Source: an optimization exercise on an open RTL-to-GDS flow (aim: small area and a short achievable clock period). Production flows keep margins and buffers that such runs may drop.
At most, simulation tests tie the RTL to the original design; equivalence was not proved.
Only the layout flow was run in runs 3 and 4; the RTL was not checked for function there.
Power figures rest on the tool's default switching activity, not on a simulated workload. The clock port is modelled as an ideal driver; clocking choices that lean on that would not hold on a real chip.

## design/flow/standard.sh

```bash
#!/bin/bash
# synth_recipe.tcl (not shown) runs the flow's synth.tcl, then flattens the netlist and writes it again
# the make line also repeats each setting of config.mk as NAME=value (left out here)
make -C /OpenROAD-flow-scripts/flow DESIGN_CONFIG=/design/flow/config.mk WORK_HOME=/design/flow/orfs CLKGATE_MAP_FILE= SYNTH_SCRIPT=/design/flow/synth_recipe.tcl "${@:-finish}"
```

## design/flow/flow/run.sh

```bash
#!/bin/bash
# Standard synthesis, then the standard layout with plain buffers on the
# ports, without the delay-cell buffers in placement and timing repair, and
# a clock tree without dummy loads.
set -euo pipefail
bash standard.sh synth > synth.log 2>&1
export BUFFER_PORTS_ARGS="-buffer_cell sky130_fd_sc_hd__buf_2"
export DONT_USE_CELLS="sky130_fd_sc_hd__clkdlybuf4s15_1 sky130_fd_sc_hd__clkdlybuf4s15_2 sky130_fd_sc_hd__clkdlybuf4s18_1 sky130_fd_sc_hd__clkdlybuf4s18_2 sky130_fd_sc_hd__clkdlybuf4s25_1 sky130_fd_sc_hd__clkdlybuf4s25_2 sky130_fd_sc_hd__clkdlybuf4s50_1 sky130_fd_sc_hd__clkdlybuf4s50_2"
export CTS_ARGS="-sink_clustering_enable -repair_clock_nets -dont_use_dummy_load -sink_clustering_size 25 -sink_clustering_max_diameter 70"
bash standard.sh > layout.log 2>&1
```

## design/flow/config.mk

```make
export PLATFORM = sky130hd
export DESIGN_NAME = l0_buffer_top
export DESIGN_NICKNAME = l0_buffer_top
export VERILOG_FILES = /design/flow/design.v
export SDC_FILE = /design/flow/constraint.sdc
export NUM_CORES = 4
export LEC_CHECK = 0
export CAP_MARGIN = 20
export CORE_MARGIN = 2
export CORE_UTILIZATION = 65
export SETUP_SLACK_MARGIN = 1.9
export SLEW_MARGIN = 20
export TNS_END_PERCENT = 100
```

## design/flow/design.v

```verilog
package l0_buffer_pkg;
   typedef logic [32-1:0]    port_word_t;    
   typedef logic [5-1:0]   buf_count_t;    
   typedef logic [2-1:0] port_vec_t;     
   typedef enum logic [1:0] {
      RST_IDLE  = 2'd0,
      RST_HOLD  = 2'd1,
      RST_PULSE = 2'd2,
      RST_DONE  = 2'd3
   } rst_state_e;
   typedef enum logic [1:0] {EV_NONE = 2'd0, EV_SOB = 2'd1, EV_EOB = 2'd2} burst_event_e;
endpackage
`timescale 1ns/1ps
module reset_sequencer (
   input  logic clk_pll_200,
   input  logic reset,
   output logic soft_reset,
   output logic ready
);
   localparam int CNT_W = $clog2(32 + 16 + 1);
   logic [CNT_W-1:0] cnt;    
   always_ff @(posedge clk_pll_200) begin
      if (reset) begin
         cnt        <= '0;
         soft_reset <= 1'b0;
         ready      <= 1'b0;
      end else begin
         if (!ready) begin
            cnt <= cnt + CNT_W'(1);
         end
         soft_reset <= (cnt >= CNT_W'(32)) &&
                       (cnt <  CNT_W'(32 + 16));
         ready      <= ready | (cnt == CNT_W'(32 + 16));
      end
   end
endmodule
`timescale 1ns/1ps
module burst_dispatcher (
   input  logic clk_pll_200,
   input  logic reset,
   input  logic soft_reset,
   input  logic flush,
   input  logic burst,
   output logic ecrst,
   output logic bcrst
);
   logic burst_q;    
   logic clear;
   assign clear = reset | soft_reset | flush;
   always_ff @(posedge clk_pll_200) begin
      if (clear) begin
         burst_q <= 1'b0;
         ecrst   <= 1'b0;
         bcrst   <= 1'b0;
      end else begin
         burst_q <= burst;
         ecrst   <= burst ^ burst_q;
         bcrst   <= burst & ~burst_q;
      end
   end
endmodule
`timescale 1ns/1ps
module primitive_buffer (
   input  logic                      clk_pll_200,
   input  logic                      reset,
   input  logic                      soft_reset,
   input  logic                      flush,
   input  logic                      burst,
   input  logic                      wr_en,
   input  l0_buffer_pkg::port_word_t wr_data,
   input  logic                      rd_en,
   output l0_buffer_pkg::port_word_t rd_data,
   output logic                      empty,
   output logic                      full,
   output logic                      refill_req
);
   localparam int DEPTH = 16;
   localparam int MEM_D = DEPTH - 1;    
   localparam int PTR_W = $clog2(MEM_D);
   localparam int CNT_W = 5;
   l0_buffer_pkg::port_word_t  mem [MEM_D];
   l0_buffer_pkg::port_word_t  head;
   l0_buffer_pkg::port_word_t  mem_q;
   logic [PTR_W-1:0]           wr_ptr;
   logic [MEM_D-1:0]           rd_sel;    
   logic [CNT_W-1:0]           count;     
   logic [CNT_W-1:0]           count_nx;
   logic                       ge2;       
   logic                       lt4;       
   logic                       clear;
   logic                       wr_ok;
   logic                       rd_ok;
   logic                       inc;
   logic                       dec;
   logic                       mem_wr;
   logic                       mem_rd;
   logic                       head_ld;
   logic                       head_wr;
   logic                       head_mem;
   assign clear  = reset | soft_reset | flush;
   assign wr_ok  = wr_en & ~full;     
   assign rd_ok  = rd_en & ~empty;    
   assign mem_wr = wr_ok & ~empty & (ge2 | ~rd_en);
   assign mem_rd = rd_en & ge2;
   assign inc = wr_ok & ~rd_ok;
   assign dec = rd_ok & ~wr_ok;
   always_comb begin
      count_nx = count;
      if (inc) count_nx = count + CNT_W'(1);
      if (dec) count_nx = count - CNT_W'(1);
   end
   for (genvar i = 0; i < MEM_D; i++) begin : g_mem
      always_ff @(posedge clk_pll_200) begin
         if (wr_en & ~full & (wr_ptr == PTR_W'(i))) begin
            mem[i] <= wr_data;
         end
      end
   end
   always_comb begin
      mem_q = '0;
      for (int i = 0; i < MEM_D; i++) begin
         mem_q = mem_q | (mem[i] & {32{rd_sel[i]}});
      end
   end
   assign head_ld  = rd_en | empty;
   assign head_wr  = head_ld & ~ge2;
   assign head_mem = head_ld & ge2;
   always_ff @(posedge clk_pll_200) begin
      head <= ({32{head_wr}}  & wr_data)
            | ({32{head_mem}} & mem_q)
            | ({32{~head_ld}} & head);
   end
   always_ff @(posedge clk_pll_200) begin
      if (clear) begin
         wr_ptr     <= '0;
         rd_sel     <= MEM_D'(1);
         count      <= '0;
         empty      <= 1'b1;
         full       <= 1'b0;
         ge2        <= 1'b0;
         lt4        <= 1'b1;
         refill_req <= 1'b0;
      end else begin
         if (mem_wr) begin
            wr_ptr <= (wr_ptr == PTR_W'(MEM_D - 1)) ? '0 : wr_ptr + PTR_W'(1);
         end
         if (mem_rd) begin
            rd_sel <= {rd_sel[MEM_D-2:0], rd_sel[MEM_D-1]};
         end
         count      <= count_nx;
         empty      <= inc ? 1'b0 : dec ? (count == CNT_W'(1)) : empty;
         full       <= inc ? (count == CNT_W'(DEPTH - 1)) : dec ? 1'b0 : full;
         ge2        <= inc ? ~empty : dec ? (count >= CNT_W'(3)) : ge2;
         lt4        <= inc ? (count < CNT_W'(4 - 1)) :
                       dec ? (count < CNT_W'(4 + 1)) : lt4;
         refill_req <= burst & lt4;
      end
   end
   assign rd_data = head;
endmodule
`timescale 1ns/1ps
module l0_buffer_top (
   input  logic                                 clk_pll_200,
   input  logic                                 reset,
   input  logic                                 burst,
   input  logic                                 flush,
   input  logic [2-1:0]             wr_en,
   input  logic [2*32-1:0]  wr_data,
   input  logic [2-1:0]             rd_en,
   output logic [2*32-1:0]  rd_data,
   output logic [2-1:0]             empty,
   output logic [2-1:0]             full,
   output logic [2-1:0]             refill_req,
   output logic                                 ecrst,
   output logic                                 bcrst,
   output logic                                 ready
);
   logic soft_reset;    
   reset_sequencer u_reset_sequencer (
      .clk_pll_200 (clk_pll_200),
      .reset       (reset),
      .soft_reset  (soft_reset),
      .ready       (ready)
   );
   burst_dispatcher u_burst_dispatcher (
      .clk_pll_200 (clk_pll_200),
      .reset       (reset),
      .soft_reset  (soft_reset),
      .flush       (flush),
      .burst       (burst),
      .ecrst       (ecrst),
      .bcrst       (bcrst)
   );
   for (genvar p = 0; p < 2; p++) begin : g_port
      primitive_buffer u_buffer (
         .clk_pll_200 (clk_pll_200),
         .reset       (reset),
         .soft_reset  (soft_reset),
         .flush       (flush),
         .burst       (burst),         
         .wr_en       (wr_en[p]),
         .wr_data     (wr_data[32*p +: 32]),
         .rd_en       (rd_en[p]),
         .rd_data     (rd_data[32*p +: 32]),
         .empty       (empty[p]),
         .full        (full[p]),
         .refill_req  (refill_req[p])
      );
   end
endmodule
```

## design/flow/constraint.sdc

```tcl
create_clock -name core_clock -period 3.8 [get_ports {clk_pll_200}]
set_input_delay 0.7600 -clock core_clock [delete_from_list [all_inputs] [get_ports {clk_pll_200}]]
set_output_delay 0.7600 -clock core_clock [all_outputs]
set_load 0.01 [all_outputs]
```

==> summary.md, run 1 <==
| Metric | Value |
|---|---|
| Syn_area_per_cell | roughly 17 um2 |
| Worst Skew | approximately 0.032 ns |
| Maxcap violations | 0 |
| Routed via count | 22900 |
| Crit-path max FO | 2 |
| Final critical-path share of the clock period | 50.3% |
| Met2 WL | 51200 um |
| WS Path Type | reg2out |
| Htree depth | 2 |
| Num CTS Buffers | 53 |
| Endpoints failing setup | 0 |
| Post-synth EDFFs | 960 |
| Critical path endpoint category | primary output |
| Post-route setup slack | 1.89 ns |
| Buf/Inv on CP | 1 |
| Dpl ws | 1.17 ns |
| Leakage power | 14.2 nW |
| Net switching power | ~0.0039 W |
| Routed wire length | around 100000 um |
| DRT Pass-1 Iters | 7 |
| Uppermost routed layer | met5 |
| Post-Syn Area | 40700 um2 |
| Worst skew pair latency | 0.64 ns |
| Max Buffers Root-to-Sink | 3 |
| CTS tree | yes |
| Layout area overhead | 8.20% |
| Worst-path cell chain | buf_6 |
| Worst Path Required | slightly above 3 ns |
| Power Dens Cells | 449 nW/um2 |
| Nets@finish | 2627 |
| Async set or reset register ratio after synthesis | 0% |
| Gr usage total | 31.4% |
| Final count of hold timing violations | 0 |
| Routability cong. | 0.845 |
| Count of different cell masters after synthesis | 45 |
| Combinational Power Share | 3.3% |
| Final Max Slew Viols | 0 |
| Unrepaired setup endpoints after global routing | yes |
| Status | timing/DRC/antenna clean |
| Total gr overflow | 0 |
| Sequential area share after synthesis | a little under 80% |
| Wirelength per Cell | 29.7 um |
| Internal | 0.0159 W |
| Tmin final | 1.91 ns |
| Routed wl met3 | approximately 8000 um |
| Initial DRC Count | 2382 |
| Sequential share of power | 66.8% |
| Fin Hold WS | 0.392 ns |
| Net switching fraction of the power | roughly 20% |
| Levels on crit path | 1 |
| Peak VDD IR | 0.480 mV |
| # IOs | 145 |
| FF+latch count, synth | ~1100 |
| IO buf count | 144 |
| Ratio of cells with drive above 1 in the final layout | between 15 and 20% |
| Drt drc | 0 |
| Vias in the first global route | 22400 |
| Clk pin slew, worst setup/hold paths | 0.09 ns |
| Clock sink count | between 1000 and 1500 |
| R2R depth | 4 |
| Synth Flop Type | edfxtp_1 |
| Worst slew pin tran | 1.06 ns |
| Clock share of power | 29.8% |
| Crit path launch type | flop |
| Hold path depth | 2 |
| Final instance area | 44000 um2 |
| Hold Crit Class | in2reg |
| Area post-placement | 42100 um2 |
| Worst slew margin | 29.6% |
| Setup TNS | 0 ns |
| Die W | approximately 250 um |
| Starting Density | roughly 66% |
| DIE AREA | 64600 um2 |
| Root Driver | clkbuf_16 |
| Estimated wirelength of the detail-placed design | 53700 um |
| Final ANT Viol Nets | 0 |
| Vias per cell | 6.78 |
| Syn_nets | 2505 |
| Slowest stage cell on the critical path | dfxtp_4 |
| Achievable clock frequency | roughly 0.52 GHz |
| CP peak stage delay | 0.40 ns |
| CP Data Arrival Time | between 1 and 1.5 ns |
| Post-CTS Hold Fix Bufs | 0 |
| Critical path's top delay family | flip-flops |
| Std cell rows | slightly above 90 |
| Largest net degree at the start of global routing | 65 |
| Chip Height | 254 um |
| Core region area | a little over 60000 um2 |
| Routed length on met1 | roughly 38000 um |
| First-pass GRT wire length | 146000 um |
| Synth Instances | about 2400 |
| Synth warn | 4 |
| Initial antenna violation count | 4 |
timing repair:
action	CTS	global route
resized for setup	70	57
pin swaps	6	2
setup buffers	22	9
setup endpoints to repair	875	418
state kept, by name, summed over array words and instances, names as in the netlist:
name / flops
g_port.u_buffer.mem: 960
g_port.u_buffer.head: 64
g_port.u_buffer.rd_sel: 30
g_port.u_buffer.count: 10
g_port.u_buffer.wr_ptr: 8
u_reset_sequencer.cnt: 6
g_port.u_buffer.empty: 2
g_port.u_buffer.full: 2
g_port.u_buffer.ge2: 2
g_port.u_buffer.lt4: 2
g_port.u_buffer.refill_req: 2
u_burst_dispatcher.bcrst: 1
u_burst_dispatcher.burst_q: 1
u_burst_dispatcher.ecrst: 1
u_reset_sequencer.ready: 1
u_reset_sequencer.soft_reset: 1
kinds of logic after synthesis:
family                     count (synthesis)  synth area share, %
xor gates and xnor gates                  11                0.237
DFF                                     1093                 77.4
adders and majority gates                 15                0.461
and+or+nand+nor                          511                 5.89
muxes                                      5                0.123
AOI/OAI and AO/OA                        591                 12.5
buffers and inverters                    192                 3.37
worst paths after layout:
check	from	end	slack [ns]
hold reg to reg	g_port[0].u_buffer.rd_sel[9]	g_port[0].u_buffer.rd_sel[10]	0.46
setup reg to reg	g_port[0].u_buffer.full	g_port[0].u_buffer.mem[0][16]	1.93
hold / removal	burst	u_burst_dispatcher.burst_q	0.39
setup / recovery	g_port[1].u_buffer.head[4]	rd_data[36]	1.89
metrics by stage:
stage          cells  util, %  total power (W)
2_1_floorplan   2418        -           0.0138
3_3_place_gp    3291     68.1           0.0141
3_5_place_dp    3291     68.1           0.0141
4_1_cts         3366     70.9           0.0198
5_1_grt         3376     71.2           0.0203
6_report        3376     71.2           0.0198
layout by cell type (no fill, tap or decap), types with 3 or more instances in the layout:
cell type  count
nor2b_1        5
nor2_4        24
ha_1          13
buf_6         29
xor2_1         7
nor3_4         8
nand2_1      137
and3_1        70
a22oi_1       64
a41oi_1        3
edfxtp_1     960
buf_2        137
o21ai_0        8
mux2i_1        5
nand4b_1       3
nand4_1       64
a22o_1       256
nand2_2        4
and2_1         4
nor2_1       158
clkbuf_16     53
nand2b_1       5
dfxtp_1       57
dfxtp_4       22
xnor2_1        4
a221oi_2      35
a221oi_1     159
buf_12        10
nand3_1        5
nor3_2         3
a21oi_1       48
inv_1         13
buf_4         66
dfxtp_2       54
power by group through the flow:
stage               Combinational (W)  Clock, W  Sequential [W]
global placement             0.000625         0          0.0135
CTS                          0.000660   0.00596          0.0132
finish                       0.000661   0.00590          0.0132
floorplan                    0.000290         0          0.0135
global route                 0.000726   0.00633          0.0132
detailed placement           0.000644         0          0.0135
layout make-up:
type	count	area, um2
Tap cell	837	1050
Clock buffer	53	1330
Antenna cell	1	2.50
Multi-Input combinational cell	1133	8180
Sequential cell	1093	31600
Inverter	13	48.8
Fill cell	3981	17800
Timing Repair Buffer	246	1770
synth_stat cells (all sizes together) (3+ instances only):
cell type  instances  area share, %
nand4b             3          0.065
xnor2              4          0.086
a221oi           194            4.7
xor2               7           0.15
o21ai              8          0.098
dfxtp            133            6.5
clkbuf            53           0.49
edfxtp           960             71
a22o             256            5.5
and3              70            1.1
mux2i              5           0.12
or3                5          0.077
buf              126            2.8
inv               13           0.12
a22oi             64            1.2
nor2b              5          0.077
a41oi              3          0.065
ha                15           0.46
nor2             184            1.7
nor3              13           0.20
nand2b             8           0.12
nand2            141            1.3
nand3              7          0.086
nand4             64           0.98
and2               4          0.062
a21oi             50           0.63
layer usage:
metal,GRT usage (%),vias up
li1,-,9915
met1,41.3,11700
met2,54.6,1063
met3,4.22,191
met4,10.6,6
met5,0,-
==> run 2, diff against run 1 <==
--- a/design/flow/config.mk
+++ b/design/flow/config.mk
@@ -7,3 +7,3 @@
 export LEC_CHECK = 0
-export CAP_MARGIN = 20
+export CAP_MARGIN = 10
 export CORE_MARGIN = 2
@@ -11,3 +11,3 @@
 export SETUP_SLACK_MARGIN = 1.9
-export SLEW_MARGIN = 20
+export SLEW_MARGIN = 10
 export TNS_END_PERCENT = 100
==> run 2 against run 1 <==
Highest routed layer unchanged. Hold slack stayed put. Clock power about the same. Sequential power about the same. Die area unchanged. Global-route usage unchanged. Core utilization is the same. Flip-flop and latch count stayed put. Register-to-register slack about the same.
==> summary.md, run 2 <==
| Metric | Value |
|---|---|
| Nets@finish | 2627 |
| Unrepaired setup endpoints after global routing | yes |
| Final Max Slew Viols | 0 |
| Core region area | 61800 um2 |
| Combinational Power Share | 3.3% |
| Commonest non-fill, non-tap cells in the layout | 960 x edfxtp_1, 256 x a22o_1, 159 x a221oi_1 |
| Slowest stage cell on the critical path | dfxtp_4 |
| Critical path endpoint category | primary output |
| Fillers | 3981 |
| Num CTS Buffers | 53 |
| Drt drc | 0 |
| Sequential area share after synthesis | 77.4% |
| Ratio of cells with drive above 1 in the final layout | roughly 18% |
| CTS tree | yes |
| Vias per cell | roughly 6.8 |
| Most flops, register | g_port.u_buffer.mem |
| Largest net degree at the start of global routing | 65 |
| Synth cell count leaders | 960 x edfxtp_1, 256 x a22o_1, 181 x nor2_1, 163 x a221oi_1, 141 x nand2_1 |
| Worst Skew | 0.0318 ns |
| R2R Setup Slk | 1.93 ns |
| Layout area overhead | 8.20% |
| Initial DRC Count | between 2000 and 2500 |
| Initial antenna violation count | 4 |
| Maxcap violations | 0 |
| Power Dens Cells | 449 nW/um2 |
| Net switching power | 0.00390 W |
| Synth warn | 4 |
| Routed via count | 22900 |
| Tmin final | 1.91 ns |
| Synth area leaders | edfxtp_1 71%, dfxtp_1 6.5%, a22o_1 5.5% |
| Root Driver | clkbuf_16 |
| Reg area | 31600 um2 |
| CP Data Arrival Time | 1.15 ns |
| FF+latch count, synth | 1093 |
| Worst slew margin | 29.6% |
| Starting Density | 65.8% |
| Die W | roughly 250 um |
| Sequential share of power | about two thirds |
| Total gr overflow | 0 |
| Synth Flop Type | edfxtp_1 |
| Critical path's top delay family | flip-flops |
| Post-Syn Area | 40700 um2 |
| Net switching fraction of the power | 19.7% |
| Hold Crit Start | burst |
| Vias in the first global route | about 22000 |
| Chip Height | 254 um |
| Syn_nets | 2505 |
| Clock share of power | 29.8% |
| DIE AREA | 64600 um2 |
| Worst skew pair latency | 0.64 ns |
| Endpoints failing setup | 0 |
| Most common cell after layout, fill and taps aside | edfxtp_1 |
| Max FFs per register | 960 |
| Internal | between 0.015 and 0.02 W |
| Hold Crit Class | in2reg |
| Final count of hold timing violations | 0 |
| Routed wire length | 100000 um |
| Max Buffers Root-to-Sink | 3 |
| Worst Path Required | 3.04 ns |
| Std cell rows | 91 |
| Routability cong. | 0.845 |
| Gr usage total | 31.4% |
| Leakage power | 14.2 nW |
| Htree depth | 2 |
| Final critical-path share of the clock period | 50.3% |
| Wirelength per Cell | 29.7 um |
| Final ANT Viol Nets | 0 |
| CP peak stage delay | ~0.40 ns |
| Synth Instances | 2418 |
| DRT Pass-1 Iters | 7 |
| WS Path Type | reg2out |
| Clock sink count | 1093 |
| Async set or reset register ratio after synthesis | 0% |
| Worst setup startpoint | g_port[1].u_buffer.head[4] |
| Top Registers | g_port.u_buffer.mem (960), g_port.u_buffer.head (64), g_port.u_buffer.rd_sel (30) |
| Peak VDD IR | 0.480 mV |
| Fin Hold WS | 0.392 ns |
| Worst-path cell chain | buf_6 |
| Count of different cell masters after synthesis | 45 |
| Clk pin slew, worst setup/hold paths | 0.09 ns |
| Achievable clock frequency | between 0.5 and 0.6 GHz |
| Area of the multi-input gates | 8180 um2 |
| Post-synth top area share | 70.9% |
| First-pass GRT wire length | 146000 um |
| Buf/Inv on CP | 1 |
| Area leader, netlist | edfxtp_1 |
| Post-synth EDFFs | 960 |
| Crit path launch type | flop |
| IO buf count | about 140 |
| Most common cell in the netlist | edfxtp_1 |
| Syn_area_per_cell | 16.8 um2 |
| Critical R2R Launch | g_port[0].u_buffer.full |
| Setup TNS | 0 ns |
| Worst slew pin tran | 1.06 ns |
| Crit-path max FO | 2 |
| Status | timing/DRC/antenna clean |
| # IOs | 145 |
| Estimated wirelength of the detail-placed design | between 50000 and 60000 um |
| Post-CTS Hold Fix Bufs | 0 |
run 2: cell counts after synthesis:
No cell type changed its count.
run 2: layout make-up:
| type | count | area share, % |
|---|---|---|
| inverter | 13 | 0.111 |
| multi-input combinational | 1133 | 18.6 |
| tap | 837 | 2.38 |
| clock buffer | 53 | 3.01 |
| antenna | 1 | 0.00569 |
| sequential | 1093 | 71.9 |
| timing repair buffer | 246 | 4.01 |
run 2: final timing paths:
| kind | to | cells after the start |
|---|---|---|
| min reg2reg | g_port[0].u_buffer.rd_sel[10] | 2 |
| max reg2reg | g_port[0].u_buffer.mem[0][16] | 4 |
| min | u_burst_dispatcher.burst_q | 2 |
| max | rd_data[36] | 1 |
run 2: power groups by stage:
stage | clock (W) | sequential, W | combinational (W)
2_1_floorplan | 0 | 0.0135 | 0.000290
5_1_grt | 0.00633 | 0.0132 | 0.000726
3_3_place_gp | 0 | 0.0135 | 0.000625
4_1_cts | 0.00596 | 0.0132 | 0.000660
3_5_place_dp | 0 | 0.0135 | 0.000644
6_report | 0.00590 | 0.0132 | 0.000661
run 2: logic make-up after synthesis:
logic type               after synthesis  synth area share, %
flip-flops                          1093                 77.4
AO/OA/AOI/OAI                        591                 12.5
AND/OR/NAND/NOR                      511                 5.89
buffers and inverters                192                 3.37
adder cells (fa/ha/maj)               15                0.461
XOR/XNOR                              11                0.237
multiplexers                           5                0.123
run 2: what timing repair did:
item / CTS / global route
setup endpoints to repair: 875 / 418
buffers inserted: 22 / 9
resized for setup: 70 / 57
pin swaps: 6 / 2
run 2: per-stage QoR:
stage	instances	setup slack [ns]	instance area (um2)	util, %	total power [W]
2_1_floorplan	2418	1.29	40900	-	0.0138
3_3_place_gp	3291	1.22	42100	68.1	0.0141
3_5_place_dp	3291	1.17	42100	68.1	0.0141
4_1_cts	3366	1.87	43800	70.9	0.0198
5_1_grt	3376	1.87	44000	71.2	0.0203
6_report	3376	1.89	44000	71.2	0.0198
run 2: per-layer routing:
layer / track usage [%] / vias to the layer above / wire [um]
li1: - / 9915 / -
met1: 41.3 / 11700 / 38000
met2: 54.6 / 1063 / 51200
met3: 4.22 / 191 / 7870
met4: 10.6 / 6 / 3170
met5: 0 / - / 34
==> run 3, diff against run 2 <==
--- a/design/flow/design.v
+++ b/design/flow/design.v
@@ -82,3 +82,3 @@
    l0_buffer_pkg::port_word_t  head;
-   l0_buffer_pkg::port_word_t  mem_q;
+   l0_buffer_pkg::port_word_t  head_nx;
    logic [PTR_W-1:0]           wr_ptr;
@@ -118,8 +118,2 @@
    end
-   always_comb begin
-      mem_q = '0;
-      for (int i = 0; i < MEM_D; i++) begin
-         mem_q = mem_q | (mem[i] & {32{rd_sel[i]}});
-      end
-   end
    assign head_ld  = rd_en | empty;
@@ -127,6 +121,11 @@
    assign head_mem = head_ld & ge2;
-   always_ff @(posedge clk_pll_200) begin
-      head <= ({32{head_wr}}  & wr_data)
-            | ({32{head_mem}} & mem_q)
-            | ({32{~head_ld}} & head);
+   always_comb begin
+      head_nx = ({32{head_wr}}  & wr_data)
+              | ({32{~head_ld}} & head);
+      for (int i = 0; i < MEM_D; i++) begin
+         head_nx = head_nx | ({32{head_mem & rd_sel[i]}} & mem[i]);
+      end
+   end
+   always_ff @(posedge clk_pll_200) begin
+      head <= head_nx;
    end
--- a/design/flow/config.mk
+++ b/design/flow/config.mk
@@ -7,3 +7,3 @@
 export LEC_CHECK = 0
-export CAP_MARGIN = 10
+export CAP_MARGIN = 20
 export CORE_MARGIN = 2
@@ -11,3 +11,3 @@
 export SETUP_SLACK_MARGIN = 1.9
-export SLEW_MARGIN = 10
+export SLEW_MARGIN = 20
 export TNS_END_PERCENT = 100
==> run 3 against run 2 <==
Still clean on timing, DRC and antenna. Die area shrank 1.3%. Synthesized area shrank 1.4%. Clock-buffer cell count is the same. Hold slack gained 0.0034 ns. Synthesized cell count grew 1.1%. Clock skew grew 0.031 ns. Non-clock buffer count grew 3. Design area is essentially flat. First-iteration DRC count grew 12%. Global-route usage shrank 0.089 points. Setup slack gained 0.0080 ns. Combinational power grew 2%. Critical path type unchanged. Largest power group unchanged.
==> summary.md, run 3 <==
| Metric | Value |
|---|---|
| # IOs | 145 |
| Unrepaired setup endpoints after global routing | yes |
| Die W | approximately 250 um |
| Uppermost routed layer | met5 |
| Worst Skew | 0.0632 ns |
| Commonest non-fill, non-tap cells in the layout | 960 x edfxtp_1, 211 x a22oi_1, 180 x nand2_1 |
| Final Max Slew Viols | 0 |
| Worst Path Required | 3.04 ns |
| Async set or reset register ratio after synthesis | 0% |
| Routed wl met3 | between 8000 and 9000 um |
| Most flops, register | g_port.u_buffer.mem |
| Worst-path cell chain | buf_6 |
| Largest net degree at the start of global routing | 54 |
| Chip Height | roughly 250 um |
| Ratio of cells with drive above 1 in the final layout | 17.7% |
| CP peak stage delay | 0.38 ns |
| First-pass GRT wire length | approximately 140000 um |
| Crit path launch type | flop |
| Max Buffers Root-to-Sink | 3 |
| DIE AREA | approximately 64000 um2 |
| Htree depth | 2 |
| R2R Setup Slk | around 1.9 ns |
| Post-synth EDFFs | 960 |
| Num CTS Buffers | 53 |
| Final count of hold timing violations | 0 |
| Routed via count | roughly 23000 |
| Clk pin slew, worst setup/hold paths | ~0.09 ns |
| Slowest stage cell on the critical path | dfxtp_4 |
| Leakage power | approximately 14 nW |
| Total gr overflow | 0 |
| Syn_nets | 2531 |
| Hold path depth | 2 |
| Post-Syn Area | 40100 um2 |
| Synth Instances | 2444 |
| Syn_area_per_cell | 16.4 um2 |
| Estimated wirelength of the detail-placed design | around 54000 um |
| Routed length on met1 | 37600 um |
| Wirelength per Cell | 29.6 um |
| Area leader, netlist | edfxtp_1 |
| Clock sink count | 1093 |
| IO buf count | between 100 and 150 |
| Vias in the first global route | about 23000 |
| Core region area | 61400 um2 |
| Initial DRC Count | ~2700 |
| DRT Pass-1 Iters | 6 |
| Worst skew pair latency | 0.65 ns |
| Critical path endpoint category | primary output |
| Synth Flop Type | edfxtp_1 |
| Std cell rows | 91 |
| Achievable clock frequency | 0.525 GHz |
| Starting Density | 65.4% |
| Status | timing/DRC/antenna clean |
| Final ANT Viol Nets | 0 |
| Critical path's top delay family | flip-flops |
| Tmin final | 1.90 ns |
| Worst slew margin | a little over a third |
| Min-Delay Endpoint | u_burst_dispatcher.burst_q |
| Routability cong. | 0.795 |
| Root Driver | clkbuf_16 |
| Peak VDD IR | about 0.44 mV |
| Sequential area share after synthesis | 78.5% |
| Post-CTS Hold Fix Bufs | 0 |
| Nets@finish | 2655 |
| Pwr Total | around 0.02 W |
| WS Path Type | reg2out |
| Hold Crit Class | in2reg |
| Maxcap violations | 0 |
| Reg-to-reg critical path endpoint | g_port[1].u_buffer.head[22] |
| Synth warn | 4 |
| CP Data Arrival Time | 1.14 ns |
| Endpoints failing setup | 0 |
| Hold Crit Start | burst |
| Max FFs per register | 960 |
| CTS tree | yes |
| Crit-path max FO | 2 |
| Vias per cell | between 6 and 7 |
| Gr usage total | 31.3% |
| Met2 WL | 50000 um |
| R2R depth | 5 |
| Most common cell in the netlist | edfxtp_1 |
| Most common cell after layout, fill and taps aside | edfxtp_1 |
| Synth area leaders | edfxtp_1 72%, dfxtp_1 6.6%, a22oi_1 3.9% |
| Buf/Inv on CP | 1 |
| Post-synth top area share | a little under three quarters |
| Power Dens Cells | about 450 nW/um2 |
| Setup TNS | 0 ns |
| Routed wire length | ~100000 um |
| Initial antenna violation count | 5 |
| Final critical-path share of the clock period | 50.1% |
| FF+latch count, synth | 1093 |
| Critical R2R Launch | g_port[1].u_buffer.rd_sel[8] |
| Top Registers | g_port.u_buffer.mem (960), g_port.u_buffer.head (64), g_port.u_buffer.rd_sel (30) |
| Worst slew pin tran | 0.954 ns |
| Count of different cell masters after synthesis | 55 |
| Synth cell count leaders | 960 x edfxtp_1, 211 x a22oi_1, 185 x nand2_1, 133 x dfxtp_1, 113 x a22o_1 |
| Drt drc | 0 |
| Layout area overhead | 9.73% |
run 3: changes by cell type after synthesis, sizes merged, moves of 37 or more:
| cell | previous run | this run |
|---|---|---|
| a22o | 256 | 113 |
| a22oi | 64 | 211 |
| clkbuf | 53 | 95 |
| a221oi | 194 | 97 |
| nor2 | 184 | 106 |
| and3 | 70 | 30 |
| nand4 | 64 | 27 |
| nand3 | 7 | 47 |
| buf | 126 | 87 |
| nand2 | 141 | 185 |
run 3: area by class of cell:
cell class,instances,area (um2)
diodes,1,2.50
clock buffers,53,1330
fillers,3846,17400
inverters,13,51.3
multi-input cells,1158,8060
flip-flops and latches,1093,31600
well taps,790,988
repair buffers,249,1950
run 3: kinds of logic after synthesis:
kind of cell             count (synthesis)  synth area share [%]
flip-flops                            1093                  78.5
AO/OA/AOI/OAI                          643                  12.6
AND/OR/NAND/NOR                        482                  5.63
buffers and inverters                  195                  2.39
adder cells (fa/ha/maj)                 15                 0.468
XOR/XNOR                                11                 0.240
multiplexers                             5                 0.125
run 3: power by group:
| part | internal [W] | switching, W |
|---|---|---|
| Clock | 0.00248 | 0.00338 |
| Combinational | 0.000253 | 0.000423 |
| Sequential | 0.0131 | 0.0000805 |
| Total | 0.0159 | 0.00389 |
run 3: how the worst max path moves through the flow:
stage,startpoint,endpoint,slack (ns),cells after the start
after global routing,g_port[0].u_buffer.head[28],rd_data[28],1.87,1
after CTS,g_port[1].u_buffer.head[7],rd_data[39],1.87,1
after global placement,wr_en[0],g_port[0].u_buffer.mem[0][25],1.22,5
after floorplan,wr_en[1],g_port[1].u_buffer.mem[0][0],1.17,4
after detailed placement,wr_en[0],g_port[0].u_buffer.mem[0][3],1.18,5
final,g_port[0].u_buffer.head[28],rd_data[28],1.90,1
run 3: metrics by stage:
stage	std cells	hold WS, ns	worst slack [ns]	util (%)	area [um2]
after global placement	3266	0.431	1.22	68.3	41900
after detailed placement	3266	0.434	1.18	68.3	41900
after global routing	3356	0.379	1.87	71.7	44000
final	3357	0.396	1.90	71.7	44000
after floorplan	2444	0.431	1.17	-	40400
after CTS	3350	0.361	1.87	71.3	43800
run 3: what timing repair did:
action | CTS | global route
setup buffers | 29 | 5
gates cloned | 2 | 0
pin swaps | 11 | 1
endpoints found under the setup margin | 1019 | 403
resized for setup | 95 | 64
run 3: routing by layer:
layer  track usage [%]  vias up
li1                  -    10000
met4              9.92        8
met5                 0        -
met2              53.6     1149
met3              4.89      194
met1              41.7    11700
==> run 4, diff against run 3 <==
--- a/design/flow/config.mk
+++ b/design/flow/config.mk
@@ -10,3 +10,3 @@
 export CORE_UTILIZATION = 65
-export SETUP_SLACK_MARGIN = 1.9
+export SETUP_SLACK_MARGIN = 1.85
 export SLEW_MARGIN = 20
==> run 4 against run 3 <==
Still clean on timing, DRC and antenna. Clock-buffer cell count is the same. Via count shrank 0.66%. Register-to-register slack lost 0.04 ns. Hold slack gained 0.0027 ns. Sequential share of layout area grew 0.34 points. Setup slack lost 0.0071 ns. Critical endpoint unchanged.
==> summary.md, run 4 <==
| Metric | Value |
|---|---|
| Synth Instances | 2444 |
| Starting Density | 65.4% |
| Maxcap violations | 0 |
| Worst Path Required | 3.04 ns |
| Achievable clock frequency | ~0.52 GHz |
| Vias in the first global route | around 22000 |
| Root Driver | clkbuf_16 |
| Final ANT Viol Nets | 0 |
| DIE AREA | 63700 um2 |
| Max FFs per register | between 900 and 1000 |
| CP Data Arrival Time | around 1.2 ns |
| Area post-placement | 41900 um2 |
| Synth Flop Type | edfxtp_1 |
| Most common cell after layout, fill and taps aside | edfxtp_1 |
| Chip Height | 252 um |
| Leakage power | 14.0 nW |
| First-pass GRT wire length | around 140000 um |
| Power Dens Cells | 451 nW/um2 |
| Worst slew pin tran | 1.05 ns |
| FF+latch count, synth | 1093 |
| Final critical-path share of the clock period | 50.3% |
| Buf/Inv on CP | 1 |
| Final count of hold timing violations | 0 |
| Htree depth | 2 |
| Routed via count | 22900 |
| Largest net degree at the start of global routing | 54 |
| Post-Syn Area | around 40000 um2 |
| M1 GR Usage | 41.6% |
| Routed wire length | 98500 um |
| Endpoints failing setup | 0 |
| Most common cell in the netlist | edfxtp_1 |
| IO buf count | 144 |
| Syn_nets | between 2000 and 3000 |
| Worst Skew | 0.0604 ns |
| Ratio of cells with drive above 1 in the final layout | 15.9% |
| Busiest grt layer | met2 |
| Critical path endpoint category | primary output |
| Vias per cell | 6.84 |
| Final Max Slew Viols | 0 |
| Gr usage total | 31.1% |
| # IOs | 145 |
| Nets@finish | 2650 |
| Count of different cell masters after synthesis | 55 |
| Critical path's top delay family | flip-flops |
| DRT Pass-1 Iters | 6 |
| Most flops, register | g_port.u_buffer.mem |
| Initial antenna violation count | 8 |
| Syn_area_per_cell | ~16 um2 |
| Final non-filler cell total | 3353 |
| Async set or reset register ratio after synthesis | 0% |
| Synth warn | 4 |
| Core region area | 61400 um2 |
| Grt met3 use | 4.77% |
| Synth cell count leaders | 960 x edfxtp_1, 211 x a22oi_1, 185 x nand2_1, 133 x dfxtp_1, 113 x a22o_1 |
| WS Path Type | reg2out |
| Sequential area share after synthesis | 78.5% |
| Fillers | 3881 |
| Crit path launch type | flop |
| R2R Setup Slk | roughly 1.9 ns |
| Tmin final | 1.91 ns |
| Routability cong. | 0.795 |
| Top Registers | g_port.u_buffer.mem (960), g_port.u_buffer.head (64), g_port.u_buffer.rd_sel (30) |
| Total gr overflow | 0 |
| Peak VDD IR | 0.441 mV |
| GR Util met2 | 53.0% |
| Drt drc | 0 |
| Post-synth EDFFs | 960 |
| Worst-path cell chain | buf_6 |
| CTS tree | yes |
| Area leader, netlist | edfxtp_1 |
| Clk pin slew, worst setup/hold paths | 0.09 ns |
| Std cell rows | 91 |
| Setup TNS | 0 ns |
| Crit-path max FO | 2 |
| Status | timing/DRC/antenna clean |
| Die W | 252 um |
| DP Cell Count | 3266 |
| Wirelength per Cell | 29.4 um |
| Max Buffers Root-to-Sink | 3 |
| Post-synth top area share | 71.9% |
| Estimated wirelength of the detail-placed design | 53700 um |
| Final instance area | 43700 um2 |
| Commonest non-fill, non-tap cells in the layout | 960 x edfxtp_1, 211 x a22oi_1, 180 x nand2_1 |
| Initial DRC Count | approximately 2500 |
| Slowest stage cell on the critical path | dfxtp_2 |
| Worst slew margin | 29.8% |
| Unrepaired setup endpoints after global routing | yes |
| CP peak stage delay | 0.39 ns |
| Layout area overhead | 9.01% |
| Synth area leaders | edfxtp_1 72%, dfxtp_1 6.6%, a22oi_1 3.9% |
| Num CTS Buffers | 53 |
| Hold Crit Class | in2reg |
| Clock sink count | approximately 1100 |
| Worst skew pair latency | 0.65 ns |
==> run 4: final cells by class <==
type	instances	area (um2)	share of cell area (%)
inverter	13	51.3	0.117
clock buffer	53	1330	3.03
antenna	2	5.00	0.0114
multi-input combinational	1157	8020	18.3
timing repair buffer	245	1750	4.01
sequential	1093	31600	72.2
tap	790	988	2.26
==> run 4: where the power goes <==
part | leakage [nW] | switching, W | internal [W]
clock | 0.653 | 0.00338 | 0.00248
sequential | 9.79 | 0.0000744 | 0.0131
combinational | 3.57 | 0.000415 | 0.000223
total | 14.0 | 0.00387 | 0.0158
==> run 4: final timing paths <==
path                            depth (start not counted)                         start                     endpoint
worst min-delay path                                    2                         burst   u_burst_dispatcher.burst_q
worst max register to register                          5  g_port[0].u_buffer.rd_sel[1]  g_port[0].u_buffer.head[13]
worst max-delay path                                    1   g_port[0].u_buffer.head[28]                  rd_data[28]
worst min register to register                          2   g_port[1].u_buffer.head[15]  g_port[1].u_buffer.head[15]
==> run 4: layer usage <==
metal	part of all wire, %	routed length [um]
met5	0.073	72
met4	3.5	3420
met3	8.2	8120
met2	50	49600
met1	38	37300
==> run 4: timing repair <==
item	in CTS	in global routing
buffers inserted	28	2
pin swaps	10	0
endpoints found under the hold margin	0	0
hold buffers	0	0
gates cloned	1	0
gates resized for setup	49	27
endpoints found under the setup margin	937	255
==> run 4: cells by family (layout without fill, tap and decap cells) <==
| family | count (synthesis) | after routing | share of synthesized area [%] |
|---|---|---|---|
| other | 0 | 2 | 0 |
| DFF | 1093 | 1093 | 78.5 |
| adders and majority gates | 15 | 15 | 0.468 |
| and+or+nand+nor | 482 | 483 | 5.63 |
| xor gates and xnor gates | 11 | 11 | 0.240 |
| muxes | 5 | 5 | 0.125 |
| buffers and inverters | 195 | 311 | 2.39 |
| AOI/OAI and AO/OA | 643 | 643 | 12.6 |
==> run 4: per-stage QoR <==
step	power (W)	hold slack, ns	worst slack, ns	util [%]
after global routing	0.0202	0.379	1.82	71.2
after detailed placement	0.0141	0.434	1.18	68.3
after floorplan	0.0138	0.431	1.17	-
after global placement	0.0141	0.431	1.22	68.3
after CTS	0.0198	0.361	1.85	71.1
final	0.0197	0.399	1.89	71.3
==> run 5, diff against run 4 <==
--- a/design/flow/design.v
+++ b/design/flow/design.v
@@ -82,3 +82,3 @@
    l0_buffer_pkg::port_word_t  head;
-   l0_buffer_pkg::port_word_t  head_nx;
+   l0_buffer_pkg::port_word_t  mem_q;
    logic [PTR_W-1:0]           wr_ptr;
@@ -118,2 +118,8 @@
    end
+   always_comb begin
+      mem_q = '0;
+      for (int i = 0; i < MEM_D; i++) begin
+         mem_q = mem_q | (mem[i] & {32{rd_sel[i]}});
+      end
+   end
    assign head_ld  = rd_en | empty;
@@ -121,11 +127,6 @@
    assign head_mem = head_ld & ge2;
-   always_comb begin
-      head_nx = ({32{head_wr}}  & wr_data)
-              | ({32{~head_ld}} & head);
-      for (int i = 0; i < MEM_D; i++) begin
-         head_nx = head_nx | ({32{head_mem & rd_sel[i]}} & mem[i]);
-      end
-   end
-   always_ff @(posedge clk_pll_200) begin
-      head <= head_nx;
+   always_ff @(posedge clk_pll_200) begin
+      head <= ({32{head_wr}}  & wr_data)
+            | ({32{head_mem}} & mem_q)
+            | ({32{~head_ld}} & head);
    end
==> design/flow/flow/run.sh (replaced) <==
#!/bin/bash
# Standard synthesis, then the standard layout with plain buffers on the
# ports, without the delay-cell buffers in placement and timing repair, and
# a clock tree without dummy loads.
set -euo pipefail
bash standard.sh synth > synth.log 2>&1
export BUFFER_PORTS_ARGS="-buffer_cell sky130_fd_sc_hd__buf_1"
export DONT_USE_CELLS="sky130_fd_sc_hd__clkdlybuf4s15_1 sky130_fd_sc_hd__clkdlybuf4s15_2 sky130_fd_sc_hd__clkdlybuf4s18_1 sky130_fd_sc_hd__clkdlybuf4s18_2 sky130_fd_sc_hd__clkdlybuf4s25_1 sky130_fd_sc_hd__clkdlybuf4s25_2 sky130_fd_sc_hd__clkdlybuf4s50_1 sky130_fd_sc_hd__clkdlybuf4s50_2"
export CTS_ARGS="-sink_clustering_enable -repair_clock_nets -dont_use_dummy_load -sink_clustering_size 30 -sink_clustering_max_diameter 80"
bash standard.sh > layout.log 2>&1
--- a/design/flow/config.mk
+++ b/design/flow/config.mk
@@ -10,3 +10,4 @@
 export CORE_UTILIZATION = 65
-export SETUP_SLACK_MARGIN = 1.85
+export PLACE_DENSITY = 0.75
+export SETUP_SLACK_MARGIN = 1.9
 export SLEW_MARGIN = 20
==> run 5 against run 4 <==
Register-to-register slack better by 0.02 ns. Flip-flop and latch count stayed put. Die area increased by 1.4%. Core utilization shrank 0.31 points. Largest power group unchanged. Critical path type unchanged.
==> summary.md, run 5 <==
| Metric | Value |
|---|---|
| Starting Density | 65.8% |
| Fillers | 3837 |
| Post-route setup slack | around 1.9 ns |
| Max FFs per register | 960 |
| Most common cell in the netlist | edfxtp_1 |
| Most common cell after layout, fill and taps aside | edfxtp_1 |
| Num CTS Buffers | 44 |
| First-pass GRT wire length | roughly 150000 um |
| Peak VDD IR | roughly 0.43 mV |
| Final ANT Viol Nets | 0 |
| Internal | 0.0155 W |
| CP peak stage delay | around 0.4 ns |
| Worst setup startpoint | g_port[1].u_buffer.head[21] |
| Routed via count | 23400 |
| Std cell rows | between 90 and 100 |
| Crit-path max FO | 2 |
| Core region area | between 60000 and 70000 um2 |
| DRT Pass-1 Iters | 6 |
| Sequential area share after synthesis | 77.4% |
| Unrepaired setup endpoints after global routing | yes |
| Leakage power | 13.9 nW |
| Power Dens Cells | 440 nW/um2 |
| Post-synth top area share | 70.9% |
| Maxcap violations | 0 |
| Drt drc | 0 |
| Count of different cell masters after synthesis | 45 |
| Final count of hold timing violations | 0 |
| Synth warn | 4 |
| Net switching power | 0.00382 W |
| Clock sink count | between 1000 and 1500 |
| Post-CTS Hold Fix Bufs | 0 |
| WS Path Type | reg2out |
| Layout area overhead | 7.84% |
| Slowest stage cell on the critical path | dfxtp_4 |
| IO buf count | ~140 |
| Endpoints failing setup | 0 |
| # IOs | 145 |
| Combinational Power Share | under 10% |
| Worst Path Required | slightly above 3 ns |
| Total gr overflow | 0 |
| Worst Skew | 0.0574 ns |
| Initial antenna violation count | 3 |
| Synth area leaders | edfxtp_1 71%, dfxtp_1 6.5%, a22o_1 5.5% |
| Routability cong. | 0.839 |
| Commonest non-fill, non-tap cells in the layout | 960 x edfxtp_1, 256 x a22o_1, 160 x a221oi_1 |
| Ratio of cells with drive above 1 in the final layout | between 10% and 20% |
| Gr usage total | 31.2% |
| Sequential share of power | 68.5% |
| Routed wire length | 100000 um |
| Clk pin slew, worst setup/hold paths | 0.11 ns |
| Fin Hold WS | roughly 0.43 ns |
| CTS tree | yes |
| Net switching fraction of the power | 19.8% |
| Crit path launch type | flop |
| Worst slew margin | ~34% |
| Final Max Slew Viols | 0 |
| Status | timing/DRC/antenna clean |
| Buf/Inv on CP | 1 |
| Achievable clock frequency | 0.528 GHz |
| Htree depth | 2 |
| Max Buffers Root-to-Sink | 3 |
| Initial DRC Count | 3257 |
| Post-Syn Area | 40700 um2 |
| Critical R2R Launch | g_port[1].u_buffer.rd_sel[5] |
| Vias in the first global route | 23100 |
| Final instance area | 43900 um2 |
| Nets@finish | 2634 |
| Critical path's top delay family | flip-flops |
| Die W | 254 um |
| Area leader, netlist | edfxtp_1 |
| Largest net degree at the start of global routing | between 60 and 70 |
| Worst slew pin tran | roughly 1 ns |
| Async set or reset register ratio after synthesis | 0% |
| Top Registers | g_port.u_buffer.mem (960), g_port.u_buffer.head (64), g_port.u_buffer.rd_sel (30) |
| Wirelength per Cell | 29.7 um |
| Post-synth EDFFs | 960 |
| Worst skew pair latency | 0.64 ns |
| Estimated wirelength of the detail-placed design | roughly 55000 um |
| Clock share of power | 28.1% |
| Synth Flop Type | edfxtp_1 |
| Vias per cell | 6.91 |
| Chip Height | 254 um |
| FF+latch count, synth | 1093 |
| Final critical-path share of the clock period | 49.8% |
| Setup TNS | 0 ns |
| Worst-path cell chain | buf_6 |
| Critical path endpoint category | primary output |
| Synth cell count leaders | 960 x edfxtp_1, 256 x a22o_1, 181 x nor2_1, 163 x a221oi_1, 141 x nand2_1 |
| Hold Crit Start | burst |
| Area post-placement | 41900 um2 |
| R2R Setup Slk | 1.92 ns |
| Synth Instances | ~2400 |
| Root Driver | clkbuf_16 |
| Syn_nets | 2505 |
| CP Data Arrival Time | 1.13 ns |
| Hold Crit Class | in2reg |
| DIE AREA | between 60000 and 70000 um2 |
| Tmin final | 1.89 ns |
| Syn_area_per_cell | roughly 17 um2 |
| Most flops, register | g_port.u_buffer.mem |
| Dpl ws | slightly above 1 ns |
## run 5: changes by cell type after synthesis, sizes merged, moves of 42 or more
cell and change:
a22oi -147, a22o +143, a221oi +97, nor2 +78, nand2 -44, clkbuf -42
## run 5: timing repair
item	4_1_cts	5_1_grt
resized for setup	118	69
pin swaps	16	8
buffers inserted	35	10
gates cloned	3	0
endpoints found under the setup margin	936	381
## run 5: metrics by stage
stage          instances  utilization (%)  total power, W
2_1_floorplan       2418                -          0.0138
3_3_place_gp        3290             67.8          0.0141
3_5_place_dp        3290             67.8          0.0141
4_1_cts             3372             70.6          0.0193
5_1_grt             3382             70.9          0.0198
6_report            3383             70.9          0.0193
## run 5: cell type report
| cell class | count | area, um2 | area share [%] |
|---|---|---|---|
| Tap cell | 837 | 1050 | 2.39 |
| Clock buffer | 44 | 1100 | 2.51 |
| Timing Repair Buffer | 259 | 1810 | 4.12 |
| Sequential cell | 1093 | 31600 | 72.1 |
| Inverter | 13 | 48.8 | 0.111 |
| Multi-Input combinational cell | 1136 | 8220 | 18.7 |
| Antenna cell | 1 | 2.50 | 0.00571 |
## run 5: worst paths after layout
path                                              endpoint  cells past startpoint
worst max-delay path                           rd_data[53]                      1
worst max register to register  g_port[1].u_buffer.head[9]                      5
worst min-delay path            u_burst_dispatcher.burst_q                      2
worst min register to register  g_port[1].u_buffer.head[6]                      1
## run 5: kinds of logic (layout without fill, tap and decap cells)
| logic type | Yosys count | in the layout | synth area share [%] |
|---|---|---|---|
| flip-flops | 1093 | 1093 | 77.4 |
| AO/OA/AOI/OAI | 591 | 591 | 12.5 |
| AND/OR/NAND/NOR | 511 | 514 | 5.89 |
| buffers and inverters | 192 | 316 | 3.37 |
| adder cells (fa/ha/maj) | 15 | 15 | 0.461 |
| XOR/XNOR | 11 | 11 | 0.237 |
| multiplexers | 5 | 5 | 0.123 |
| other | 0 | 1 | 0 |
## run 5: per-layer routing
layer,wire [um],GRT usage [%]
met5,16,0
met4,3860,12.3
met3,9260,4.33
met2,51200,54.0
met1,36100,40.7
## run 5: power by group through the flow
stage / logic, W / clock network, W / registers (W)
after global placement: 0.000597 / 0 / 0.0135
after floorplan: 0.000290 / 0 / 0.0135
after global routing: 0.000718 / 0.00580 / 0.0132
after CTS: 0.000641 / 0.00543 / 0.0132
final: 0.000654 / 0.00541 / 0.0132
after detailed placement: 0.000620 / 0 / 0.0135
==> run 6, diff against run 5 <==
--- a/design/flow/config.mk
+++ b/design/flow/config.mk
@@ -10,3 +10,2 @@
 export CORE_UTILIZATION = 65
-export PLACE_DENSITY = 0.75
 export SETUP_SLACK_MARGIN = 1.9
==> run 6 against run 5 <==
Still clean on timing, DRC and antenna. Cell count shrank 0.77%. Design area is essentially flat. Routed wire length shrank 1.2%. Clock power shrank 1%. Critical endpoint is now g_port[1].u_buffer.mem[0][17]. Via count shrank 2.8%. Sequential power is essentially flat. Highest routed layer unchanged.
==> summary.md, run 6 <==
| Metric | Value |
|---|---|
| Status | timing/DRC/antenna clean |
| Num CTS Buffers | 43 |
| CP endpoint | g_port[1].u_buffer.mem[0][17] |
| Ratio of cells with drive above 1 in the final layout | 15.2% |
| Hold Crit Start | burst |
| Worst slew margin | between 20 and 30% |
| Clock sink count | between 1000 and 1500 |
| Gr usage total | a little under a third |
| Htree depth | 2 |
| Most flops, register | g_port.u_buffer.mem |
| Nets@finish | around 2600 |
| DRT Pass-1 Iters | 5 |
| First-pass GRT wire length | 143000 um |
| Commonest non-fill, non-tap cells in the layout | 960 x edfxtp_1, 256 x a22o_1, 158 x nor2_1 |
| Core region area | 61800 um2 |
| Synth area leaders | edfxtp_1 71%, dfxtp_1 6.5%, a22o_1 5.5% |
| Post-synth EDFFs | 960 |
| Worst slew pin tran | 1.06 ns |
| IO buf count | 144 |
| Reg area | approximately 32000 um2 |
| Top Registers | g_port.u_buffer.mem (960), g_port.u_buffer.head (64), g_port.u_buffer.rd_sel (30) |
| Final critical-path share of the clock period | 49.8% |
| Drt drc | 0 |
| Critical path endpoint category | flop |
| Layout area overhead | 7.74% |
| FF+latch count, synth | between 1000 and 1500 |
| Estimated wirelength of the detail-placed design | 52800 um |
| Synth Instances | between 2000 and 2500 |
| Setup TNS | 0 ns |
| Synth cell count leaders | 960 x edfxtp_1, 256 x a22o_1, 181 x nor2_1, 163 x a221oi_1, 141 x nand2_1 |
| Final Max Slew Viols | 0 |
| CP peak stage delay | 0.45 ns |
| Syn_nets | 2505 |
| Root Driver | clkbuf_16 |
| Area leader, netlist | edfxtp_1 |
| Power Dens Cells | 439 nW/um2 |
| WS Path Type | reg2reg |
| R2R depth | 4 |
| DIE AREA | between 60000 and 70000 um2 |
| Routability cong. | 0.797 |
| Worst-path cell chain | nand2b_4 > or3_4 > nor3_4 > buf_12 |
| Most common cell in the netlist | edfxtp_1 |
| CP Data Arrival Time | 2.19 ns |
| Unrepaired setup endpoints after global routing | yes |
| Count of different cell masters after synthesis | 45 |
| Maxcap violations | 0 |
| Vias per cell | 6.77 |
| Post-Synth Adder-Cell Area | less than 1% |
| Worst skew pair latency | 0.64 ns |
| Crit path launch type | flop |
| Hold Crit Class | in2reg |
| Sequential area share after synthesis | roughly 77% |
| Largest family of logic cells by synthesized area | compound AO/OA/AOI/OAI gates |
| Tmin final | 1.89 ns |
| Initial antenna violation count | 3 |
| Reg-to-reg critical path endpoint | g_port[1].u_buffer.mem[0][17] |
| Crit-path max FO | 32 |
| Total gr overflow | 0 |
| Std cell rows | 91 |
| Endpoints failing setup | 0 |
| Async set or reset register ratio after synthesis | 0% |
| Final ANT Viol Nets | 0 |
| Area of the multi-input gates | 8230 um2 |
| Post-CTS Hold Fix Bufs | 0 |
| Routed via count | 22700 |
| Synth warn | 4 |
| Post-synth top area share | 70.9% |
| Vias in the first global route | 22000 |
| # IOs | about 150 |
| Post-synthesis xor/xnor area fraction | less than 1% |
| Max FFs per register | 960 |
| Wirelength per Cell | 29.6 um |
| Dpl ws | between 1 and 1.5 ns |
| Worst setup startpoint | g_port[1].u_buffer.full |
| Max Buffers Root-to-Sink | 3 |
| Initial DRC Count | 2590 |
| Leakage power | between 10 and 15 nW |
| Final count of hold timing violations | 0 |
| Chip Height | 254 um |
| Clk pin slew, worst setup/hold paths | 0.11 ns |
| Peak VDD IR | 0.513 mV |
| Fillers | 3974 |
| Achievable clock frequency | 0.528 GHz |
| Post-synthesis compound-gate area fraction | 12.5% |
| Worst Path Required | 4.09 ns |
| CTS tree | yes |
| Largest net degree at the start of global routing | 65 |
| Post-route setup slack | 1.91 ns |
| Starting Density | between 60% and 70% |
| Mux contribution to synthesized area | 0.123% |
| Most common cell after layout, fill and taps aside | edfxtp_1 |
| Critical R2R Launch | g_port[1].u_buffer.full |
| Routed wire length | about 99000 um |
| R2R Setup Slk | 1.91 ns |
| Die W | 254 um |
| Slowest stage cell on the critical path | or3_4 |
| Syn_area_per_cell | 16.8 um2 |
| Simple-gate share of the synthesized area | 5.89% |
| Worst Skew | approximately 0.034 ns |
| Synth Flop Type | edfxtp_1 |
| Post-Syn Area | about 40000 um2 |
==> run 6: cell counts after synthesis <==
No cell type changed its count.
==> run 6: layout make-up <==
type / instances / share of cell area, %
repair buffers: 236 / 4.01
clock buffers: 43 / 2.46
well taps: 837 / 2.39
inverters: 13 / 0.111
diodes: 1 / 0.00571
flip-flops and latches: 1093 / 72.2
multi-input cells: 1134 / 18.8
==> run 6: power by group <==
group          total (W)  switching, W  internal (W)
Clock            0.00535       0.00330       0.00205
Combinational   0.000661      0.000415      0.000246
Sequential        0.0132     0.0000761        0.0131
==> run 6: metal layers <==
layer / GRT usage (%) / part of all wire [%] / vias up
li1: - / - / 9876
met1: 40.4 / 38 / 11600
met2: 54.0 / 52 / 1086
met3: 3.88 / 8.0 / 168
met4: 8.82 / 2.7 / 6
met5: 0 / 0.033 / -
==> run 6: how the worst min path moves through the flow <==
stage | endpoint | slack (ns) | cells after the start
after floorplan | g_port[0].u_buffer.lt4 | 0.43 | 2
after global placement | g_port[0].u_buffer.head[24] | 0.46 | 1
after detailed placement | g_port[1].u_buffer.lt4 | 0.46 | 2
after CTS | u_burst_dispatcher.burst_q | 0.38 | 2
after global routing | u_burst_dispatcher.burst_q | 0.38 | 2
final | u_burst_dispatcher.burst_q | 0.40 | 2
==> run 6: repair_timing <==
item	CTS	global route
pin swaps	6	5
endpoints found under the setup margin	1030	497
setup buffers	14	13
gates cloned	1	0
resized for setup	138	104
==> run 6: kinds of logic after synthesis <==
logic type | count (synthesis)
compound gates | 591
xor+xnor | 11
fa+ha+maj | 15
buf+inv | 192
flops | 1093
mux | 5
simple gates | 511
==> run 6: worst max-delay path, delay by kind of cell, from the launching register on <==
family | cells | cell delay, ns
simple gates | 3 | 0.85
flops | 1 | 0.35
buf+inv | 1 | 0.31
==> run 6: stage by stage <==
| step | hold WS, ns | utilization (%) | instance area (um2) | total power, W | cells |
|---|---|---|---|---|---|
| after CTS | 0.377 | 70.3 | 43400 | 0.0193 | 3343 |
| after global placement | 0.459 | 67.7 | 41900 | 0.0141 | 3285 |
| after global routing | 0.380 | 70.9 | 43800 | 0.0197 | 3356 |
| after detailed placement | 0.461 | 67.7 | 41900 | 0.0141 | 3285 |
| after floorplan | 0.430 | - | 40900 | 0.0138 | 2418 |
| final | 0.404 | 70.9 | 43800 | 0.0192 | 3357 |
==> run 7, diff against run 6 <==
--- a/design/flow/config.mk
+++ b/design/flow/config.mk
@@ -10,2 +10,4 @@
 export CORE_UTILIZATION = 65
+export GPL_ROUTABILITY_DRIVEN = 0
+export PLACE_DENSITY = 0.68
 export SETUP_SLACK_MARGIN = 1.9
==> run 7 against run 6 <==
Still clean. Non-clock buffer count fell by 9. First-iteration DRC count fell by 4.5%. Clock power up 1%. Critical path type is now reg2out. Critical endpoint is now empty[1].
==> summary.md, run 7 <==
| Metric | Value |
|---|---|
| Status | timing/DRC/antenna clean |
| Drt drc | 0 |
| Worst setup startpoint | g_port[1].u_buffer.empty |
| Slowest stage cell on the critical path | dfxtp_4 |
| Tmin final | approximately 1.9 ns |
| Syn_area_per_cell | between 15 and 20 um2 |
| Peak VDD IR | 0.548 mV |
| Critical R2R Launch | g_port[0].u_buffer.rd_sel[2] |
| Root Driver | clkbuf_16 |
| Most common cell after layout, fill and taps aside | edfxtp_1 |
| Layout area overhead | 7.19% |
| IO buf count | 144 |
| Core region area | approximately 62000 um2 |
| WS Path Type | reg2out |
| Maxcap violations | 0 |
| Largest net degree at the start of global routing | between 60 and 70 |
| Endpoints failing setup | 0 |
| Worst Skew | 0.0292 ns |
| Synth warn | 4 |
| Post-synth EDFFs | 960 |
| Worst skew pair latency | 0.62 ns |
| Final ANT Viol Nets | 0 |
| Dpl ws | 1.17 ns |
| Estimated wirelength of the detail-placed design | 51900 um |
| Post-synth top area share | between 70% and 80% |
| Net switching fraction of the power | about a fifth |
| Gr usage total | 30.9% |
| Syn_nets | roughly 2500 |
| Worst slew pin tran | 1.13 ns |
| Combinational Power Share | under 10% |
| Levels on crit path | 1 |
| Total gr overflow | 0 |
| Most common cell in the netlist | edfxtp_1 |
| Routed via count | 22900 |
| Final count of hold timing violations | 0 |
| Internal | 0.0155 W |
| Worst Path Required | 3.04 ns |
| R2R Setup Slk | 1.94 ns |
| Post-route setup slack | 1.92 ns |
| Hold Crit Class | in2reg |
| Worst-path cell chain | buf_6 |
| Clock sink count | 1093 |
| DIE AREA | 64600 um2 |
| Achievable clock frequency | 0.533 GHz |
| Async set or reset register ratio after synthesis | 0% |
| Critical path endpoint category | primary output |
| # IOs | 145 |
| Buf/Inv on CP | 1 |
| Reg-to-reg critical path endpoint | g_port[0].u_buffer.head[13] |
| Synth area leaders | edfxtp_1 71%, dfxtp_1 6.5%, a22o_1 5.5% |
| CP peak stage delay | 0.38 ns |
| Setup TNS | 0 ns |
| Critical path's top delay family | flip-flops |
| Chip Height | 254 um |
| Max FFs per register | 960 |
| Commonest non-fill, non-tap cells in the layout | 960 x edfxtp_1, 256 x a22o_1, 161 x a221oi_1 |
| CP Data Arrival Time | 1.12 ns |
| DRT Pass-1 Iters | 5 |
| Sequential share of power | approximately two thirds |
| Std cell rows | 91 |
| Final core occ | 70.5% |
| Initial DRC Count | 2473 |
| Crit path launch type | flop |
| Nets@finish | roughly 2600 |
| Clock share of power | between 20 and 30% |
| Pwr Total | between 0.015 and 0.02 W |
| CP endpoint | empty[1] |
| Leakage power | 13.8 nW |
| Power Dens Cells | 442 nW/um2 |
| Initial antenna violation count | 3 |
| Area leader, netlist | edfxtp_1 |
| Die W | about 250 um |
| Max Buffers Root-to-Sink | 3 |
| Top Registers | g_port.u_buffer.mem (960), g_port.u_buffer.head (64), g_port.u_buffer.rd_sel (30) |
| Most flops, register | g_port.u_buffer.mem |
| Net switching power | 0.00381 W |
| Synth cell count leaders | 960 x edfxtp_1, 256 x a22o_1, 181 x nor2_1, 163 x a221oi_1, 141 x nand2_1 |
| Hold Crit Start | burst |
| Ratio of cells with drive above 1 in the final layout | between 10 and 15% |
| Starting Density | 65.8% |
| Fillers | 3940 |
| Worst slew margin | 24.7% |
| Sequential area share after synthesis | 77.4% |
| Final critical-path share of the clock period | 49.4% |
| Count of different cell masters after synthesis | 45 |
| Clk pin slew, worst setup/hold paths | 0.10 ns |
| Post-Syn Area | ~40000 um2 |
| Wirelength per Cell | 29.6 um |
| # diodes | 0 |
| Synth Instances | 2418 |
| Crit-path max FO | 5 |
| Htree depth | 2 |
| FF+latch count, synth | 1093 |
| Synth Flop Type | edfxtp_1 |
| Vias per cell | 6.83 |
| Final Max Slew Viols | 0 |
| CTS tree | yes |
| Unrepaired setup endpoints after global routing | yes |
| Vias in the first global route | ~22000 |
| R2R depth | 4 |
| Routed wire length | 99200 um |
| Num CTS Buffers | 44 |
| First-pass GRT wire length | 145000 um |
## run 7: cell types whose count changed in the layout (fill, tap and decap cells not counted), sizes merged
cell / before / now
buf: 214 / 211
clkbuf: 65 / 60
diode: 1 / 0
nor2: 185 / 186
## run 7: worst min path at each step
| stage | endpoint | slack (ns) | cells after the start |
|---|---|---|---|
| after floorplan | g_port[0].u_buffer.lt4 | 0.43 | 2 |
| after global placement | g_port[0].u_buffer.rd_sel[4] | 0.44 | 2 |
| after detailed placement | g_port[1].u_buffer.lt4 | 0.46 | 2 |
| after CTS | u_burst_dispatcher.burst_q | 0.40 | 2 |
| after global routing | u_burst_dispatcher.burst_q | 0.44 | 2 |
| final | u_burst_dispatcher.burst_q | 0.43 | 2 |
## run 7: area by class of cell
cell class | instances | area [um2] | area share (%)
clock buffer | 44 | 1100 | 2.53
inverter | 13 | 48.8 | 0.112
multi-input combinational | 1135 | 8190 | 18.8
sequential | 1093 | 31600 | 72.5
tap | 837 | 1050 | 2.40
timing repair buffer | 227 | 1590 | 3.64
## run 7: timing repair
| item | 4_1_cts | 5_1_grt |
|---|---|---|
| cloned | 2 | 0 |
| hold buffers | 0 | 0 |
| setup endpoints to repair | 961 | 550 |
| resized for setup | 127 | 75 |
| pin swaps | 7 | 2 |
| setup buffers | 17 | 5 |
## run 7: power by group through the flow
stage / Sequential, W / Clock, W / Combinational (W)
global route: 0.0132 / 0.00586 / 0.000715
detailed placement: 0.0135 / 0 / 0.000610
floorplan: 0.0135 / 0 / 0.000290
CTS: 0.0132 / 0.00548 / 0.000642
global placement: 0.0135 / 0 / 0.000587
finish: 0.0132 / 0.00542 / 0.000654
## run 7: per-layer routing
| metal | vias up | wire length [um] | global-route usage [%] |
|---|---|---|---|
| li1 | 9861 | - | - |
| met1 | 11700 | 38000 | 41.0 |
| met2 | 1136 | 50600 | 54.2 |
| met3 | 207 | 7540 | 3.75 |
| met4 | 6 | 3010 | 9.21 |
| met5 | - | 39 | 0 |
## run 7: cells by family (layout without fill, tap and decap cells)
kind of cell	after synthesis	count (layout)	share of synthesized area (%)
flops	1093	1093	77.4
mux	5	5	0.123
buf+inv	192	284	3.37
fa+ha+maj	15	15	0.461
simple gates	511	513	5.89
xor+xnor	11	11	0.237
compound gates	591	591	12.5
## run 7: worst register-to-register path: stages (launching register included)
cell	delay, ns
dfxtp_2	1.09
a22o_1	0.35
a221oi_1	0.07
nand4_1	0.16
a22o_1	0.13
## run 7: per-stage QoR
step           instance area (um2)  cells  hold WS [ns]
3_3_place_gp                 41800   3281         0.443
6_report                     43600   3349         0.431
3_5_place_dp                 41800   3281         0.456
5_1_grt                      43600   3349         0.436
4_1_cts                      43400   3344         0.395
2_1_floorplan                40900   2418         0.430

what the ideal ports hide:
The flow's constraints put no driver on any port. The routed layouts listed below were extracted and timed again, unchanged, in two steps. Step 1 sets driving cells, clkbuf_16 on the clock port and buf_2 on the other inputs (assumed; they add their load-dependent delay and slew). Step 2, shift: input delay + t, output delay - t, t = (earliest + latest rising clock arrival at the registers) / 2. This alone moves slack from input paths to output paths. Slacks: no drivers / after step 1 / after step 2; pairs: no drivers / after step 1.
run	t (ns)	slack for setup (ns)	worst setup path after step 2	worst register clock-pin slew, ns
run 1	0.687	1.888 / 1.820 / 1.450	input to register	0.10 / 0.10
run 2	0.687	1.888 / 1.820 / 1.450	input to register	0.10 / 0.10
run 3	0.689	1.896 / 1.829 / 1.439	input to register	0.10 / 0.10
run 4	0.689	1.889 / 1.822 / 1.367	input to register	0.10 / 0.10
run 5	0.668	1.906 / 1.845 / 1.377	input to register	0.11 / 0.11
run 6	0.683	1.906 / 1.845 / 1.423	input to register	0.11 / 0.11
run 7	0.674	1.924 / 1.858 / 1.416	input to register	0.11 / 0.11
After both steps every run listed still meets setup and hold. For run 5, which loses most, drivers alone change the setup slack by -0.061 ns; drivers and shift together by -0.529 ns.
